What follows belongs to an exercise in optimizing a design on an open flow for small area, a short achievable clock period and few clock cycles per item; a production flow would make more cautious choices.
No functional check of the RTL was part of any run shown here.
Power and IR drop assume default switching activity.

==> flow/design.v, too long to show whole: its modules and the start of the top module <==
// module conv_pool_unit: 1421 lines
// module csa_fa: 11 lines
// module cnn_layer_top: 197 lines
module cnn_layer_top
(
    input  logic        clk,
    input  logic        reset,
    input  logic [15:0] i_rd_base,
    input  logic [15:0] i_wr_base,
    output logic [15:0] o_rd_addr1,
    output logic [15:0] o_rd_addr2,
    input  logic [7:0]  i_rd_data1,
    input  logic [7:0]  i_rd_data2,
    output logic        o_wr_en,
    output logic [15:0] o_wr_addr,
    output logic [7:0]  o_wr_data,
    output logic        o_done
);
  // ...
==> flow/run.sh <==
#!/bin/bash
# synth_recipe.tcl (not shown) runs the flow's synth.tcl, then flattens the netlist and writes it again
# the make line also repeats each setting of config.mk as NAME=value (left out here)
make -C /OpenROAD-flow-scripts/flow DESIGN_CONFIG=/design/flow/config.mk WORK_HOME=/design/flow/orfs CLKGATE_MAP_FILE= SYNTH_SCRIPT=/design/flow/synth_recipe.tcl finish
==> flow/config.mk <==
export PLATFORM = sky130hd
export DESIGN_NAME = cnn_layer_top
export DESIGN_NICKNAME = cnn_layer_top
export VERILOG_FILES = /design/flow/design.v
export SDC_FILE = /design/flow/constraint.sdc
export NUM_CORES = 4
export LEC_CHECK = 0
export CAP_MARGIN = 20
export CORE_MARGIN = 2
export CORE_UTILIZATION = 40
export CTS_CLUSTER_DIAMETER = 80
export CTS_CLUSTER_SIZE = 24
export SLEW_MARGIN = 20
export SYNTH_HIERARCHICAL = 1
==> flow/constraint.sdc <==
create_clock -name core_clock -period 12.0 [get_ports {clk}]
set_input_delay 2.4000 -clock core_clock [delete_from_list [all_inputs] [get_ports {clk}]]
set_output_delay 2.4000 -clock core_clock [all_outputs]
set_load 0.01 [all_outputs]
==> out/summary.txt, run 1 <==
routed wire length on met2 -> 68,240 microns
Mapped Area -> 46,880 sq um
Net Sw Power -> 5.432 mW
GR Util met2 -> 39.68%
Vias -> 30,360
Remaining Overflow, GRT -> 0
most frequent cells after synthesis -> 1,084 x fa_1, 959 x nand2_1, 517 x dfxtp_1
r2r endpoint -> u_lane_a.nq[36]$_DFF_P_
crit path buf inv count -> 0
Reg clk slew, reported paths -> 0.09 ns
DP Cell Count -> 5,443
DR WL/cell -> 27.26 microns
Largest regs -> sr: 168 flops, w: 72 flops
GRT Total Usage -> 25.54%
drt first pass iters -> 6
clock group power -> 1.51 mW
max reg flops -> 168
Internal -> 6.551 mW
comb_multi_in -> 3,054
sequential area share after synthesis -> 27.72%
area of the core -> 116,200 sq um
RSZ-0062 raised after global routing -> no
status -> no timing/DRC/antenna violations
first-pass GRT wire length -> 221,200 microns
Final non-clock buffer share -> 2.121%
Diodes inserted -> 3
HPWL Detailed -> 119,900 microns
main area contributors after synthesis -> fa_1 46%, dfxtp_1 22%, nand2_1 7.7%, edfxtp_1 5.6%, ha_1 3.9%
inverter count -> 152
sequential cell area share -> 25.67%
M1 wire length -> 59,340 microns
==> inputs of run 2 (changes only) <==
--- a/flow/config.mk
+++ b/flow/config.mk
@@ -8,7 +8,7 @@
 export CAP_MARGIN = 20
 export CORE_MARGIN = 2
 export CORE_UTILIZATION = 40
-export CTS_CLUSTER_DIAMETER = 80
-export CTS_CLUSTER_SIZE = 24
+export CTS_CLUSTER_DIAMETER = 120
+export CTS_CLUSTER_SIZE = 20
 export SLEW_MARGIN = 20
 export SYNTH_HIERARCHICAL = 1
==> out/summary.txt, run 2 <==
placer congestion estimate -> 0.9785
DRT iter0 DRCs -> 2,841
fin. max-slew vios -> 0
CP Capture Type -> register
Synth area leader -> fa_1
hold slack final -> 0.3192 ns
routing usage on met3 -> 6.193%
Reg with most FFs -> sr
Reg power frac -> 25.9%
post-synth cell types -> 72
Worst Setup Start Kind -> register
Filler cells -> 10,690
post-layout util -> 43.34%
Syn Nets -> 5,253
HPWL Detailed -> 119,900 microns (unchanged)
DR WL/cell -> 27.30 microns (+0.14%)
final setup vio count -> 0
Hold Crit Class -> reg2reg
GR Util met2 -> 39.75% (+0.070 points)
die height -> 346.3 microns
DR DRC count -> 0
CTS resizes -> 0
Async SR Flop Fraction -> 0%
crit path buf inv count -> 0 (unchanged)
top_reg_cell synth -> dfxtp_1
clock skew -> 0.04281 ns
Max VDD drop -> 374.8 uV
row count -> 125
CTS max path bufs -> 3
CTS sink count -> 605
RSZ-0062 raised after global routing -> no
nets -> 5,240
Worst Tran Pin Value -> 0.9757 ns
full die area -> 119,900 sq um
largest net degree at the start of global routing -> 93
most frequent cells after synthesis -> 1,084 x fa_1, 959 x nand2_1, 517 x dfxtp_1
number of synthesized flops with an enable pin -> 88
initial antenna violation count -> 13
critical path fanouts, max -> 10
Fin Setup TNS -> 0 ns
Antenna Nets Post-Route -> 0
crit path time final -> 4.294 ns
pre-CTS WS -> 7.008 ns
Starting Density -> 40.34%
Cell Pwr Density -> 234.4 nW/um^2
Net Sw Power -> 5.348 mW (-1.5%)
IO Port Bufs -> 106
die width -> 346.3 microns
area of the core -> 116,200 sq um (unchanged)
CTS buffer count -> 38
met1 Resource Use GR -> 33.93%
GRT Total Usage -> 25.55% (about the same)
max incr delay on CP -> 0.97 ns
Area growth syn-to-layout -> 7.444%
Internal -> 6.457 mW (-1.4%)
sequential cell area -> 12,990 sq um
leakage power -> 16.69 nW
Largest regs -> sr: 168 flops, w: 72 flops
status -> no timing/DRC/antenna violations
top cell type's share of synthesized area -> 46.29%
drt first pass iters -> 6 (unchanged)
synthesized area per cell -> 11.80 sq um
Yosys reg bits -> 605
Critical Path RT -> 12.51 ns
number of global-route vias before repair -> 33,130
final hold viol count -> 0
Max Cap Viol -> 0
Max transition margin -> 34.87%
Crit Path Category -> reg2reg
Period Utilization, post-route -> 35.79%
most frequent cells in the layout -> 1,084 x fa_1, 959 x nand2_1, 517 x dfxtp_1
Critical Path, Cell by Cell -> nand2_1 > fa_1 > fa_1 > fa_1 > fa_1 > fa_1 > fa_1
Net Sw Frac -> 45.30%
TritonCTS clock tree -> built
synth warn -> 34
postcts setup bufs -> 0
I/O pin count -> 108
Multi-input gate area -> 32,700 sq um
clock root buffer -> clkbuf_16
most common cell after layout, fill and taps aside -> fa_1
max reg flops -> 168 (unchanged)
sequential area share after synthesis -> 27.72% (unchanged)
Vias -> 30,290 (-0.21%)
Reg clk slew, reported paths -> 0.08 ns (about the same)
share of layout cells above drive strength 1 -> 2.161%
Post-Synthesis Cells -> 3,972
PnR worst setup slack -> 7.706 ns
combinational share of power -> 62.7%
first-pass GRT wire length -> 221,500 microns (+0.12%)
cell family with the largest share of critical-path delay -> adder cells
non-filler cells, final -> 5,505
Clock power frac -> 11.5%
most frequent cell after synthesis -> fa_1
vias per cell -> 5.503
CTS H-tree lvls -> 2
hold-fix buffers at CTS -> 0
DP Cell Count -> 5,443 (unchanged)
max frequency -> 232.9 MHz
Mapped Area -> 46,880 sq um (unchanged)
grt peak-use layer -> met2
main area contributors after synthesis -> fa_1 46%, dfxtp_1 22%, nand2_1 7.7%, edfxtp_1 5.6%, ha_1 3.9%
CP max-delay cell -> dfxtp_1
final wirelength -> 150,300 microns
Remaining Overflow, GRT -> 0 (unchanged)
WP data arrival -> 4.81 ns
CP dominant cell by count -> fa_1
Clock Latency Late Sink -> 0.64 ns
-- run 2: cell types whose count changed in the layout (fill, tap and decap cells not counted), sizes merged --
cell,before,now
diode,3,2
clkbuf,48,50
clkinvlp,1,0
clkinv,7,4
bufinv,2,0
inv,164,158
-- run 2: routing by layer --
metal	vias to the layer above	wire length, microns	part of all wire, %
li1	12330	-	-
met1	15850	59150	39
met2	1711	68180	45
met3	391	14400	9.6
met4	18	8335	5.5
met5	-	237	0.16
-- run 2: final timing paths --
path,endpoint,cells past startpoint,startpoint,slack [ns]
worst max register to register,u_lane_b.nq[23]$_DFF_P_,7,sr[0][4]$_SDFF_PP0_,7.71
worst min register to register,sr[4][5]$_DFF_P_,0,sr[3][5]$_DFF_P_,0.32
worst min-delay path,sr[4][5]$_DFF_P_,0,sr[3][5]$_DFF_P_,0.32
worst max-delay path,u_lane_b.nq[23]$_DFF_P_,7,sr[0][4]$_SDFF_PP0_,7.71
-- run 2: power by group through the flow --
stage / logic [mW] / registers, mW / clock network (mW)
6_report: 7.40 / 3.05 / 1.35
5_1_grt: 8.42 / 3.09 / 1.46
4_1_cts: 7.55 / 3.04 / 1.39
3_5_place_dp: 7.51 / 3.08 / 0
3_3_place_gp: 7.36 / 3.08 / 0
2_1_floorplan: 5.21 / 2.80 / 0
-- run 2: kinds of logic after synthesis --
group	after synthesis	share of synthesized area (%)
simple gates	1539	15.15
buf+inv	313	2.538
flops	605	27.72
xor+xnor	60	1.153
mux	7	0.1655
compound gates	216	3.054
fa+ha+maj	1231	50.22
other cells	1	0.008000
-- run 2: final cells by class --
cell class	instances	area share (%)
tap	1524	3.786
inverter	152	1.133
clock inverter	10	0.1963
multi-input combinational	3054	64.93
timing repair buffer	108	2.131
sequential	605	25.80
clock buffer	50	2.020
antenna	2	0.009937
-- run 2: per-module statistics from Yosys (local to each module, per instance) --
| module | copies in the design | cells |
|---|---|---|
| csa_fa | 1082 | 1 |
| conv_pool_unit | 2 | 858 |
| cnn_layer_top | 1 | 1174 |
-- run 2: per-stage QoR --
stage	power (mW)	cell area (sq um)
finish	11.80	50370
global route	12.97	50360
CTS	11.98	50360
detailed placement	10.60	49240
global placement	10.44	49240
floorplan	8.008	46880

## separate check: timing with driven ports
In the flow no input, the clock included, has a driving cell. The finished layouts below were timed again as built, in two steps. Step 1: set_driving_cell puts a clkbuf_16 on clk and a buf_2 on each other input, an assumption about the parent block. Step 2 adds t to the input delays and takes it off the output delays; t is the mean of the earliest and latest rising clock arrival at the registers after step 1. Input paths then give back, and output paths get back, about the clock's delay inside the block. a / b / c = no drivers / after step 1 / after step 2; a / b = the first two.
| run | t (ns) | slack for setup (ns) | hold WS [ns] | worst slew at a driven data input, ns |
|---|---|---|---|---|
| run 1 | 0.688 | 7.703 / 7.703 / 7.057 | 0.322 / 0.322 / 0.322 | 0.16 |
| run 2 | 0.692 | 7.706 / 7.706 / 7.057 | 0.319 / 0.319 / 0.319 | 0.16 |
After both steps every run listed still meets setup and hold. For run 2, which loses most, drivers alone change the setup slack by 0.000 ns; drivers and shift together by -0.649 ns.
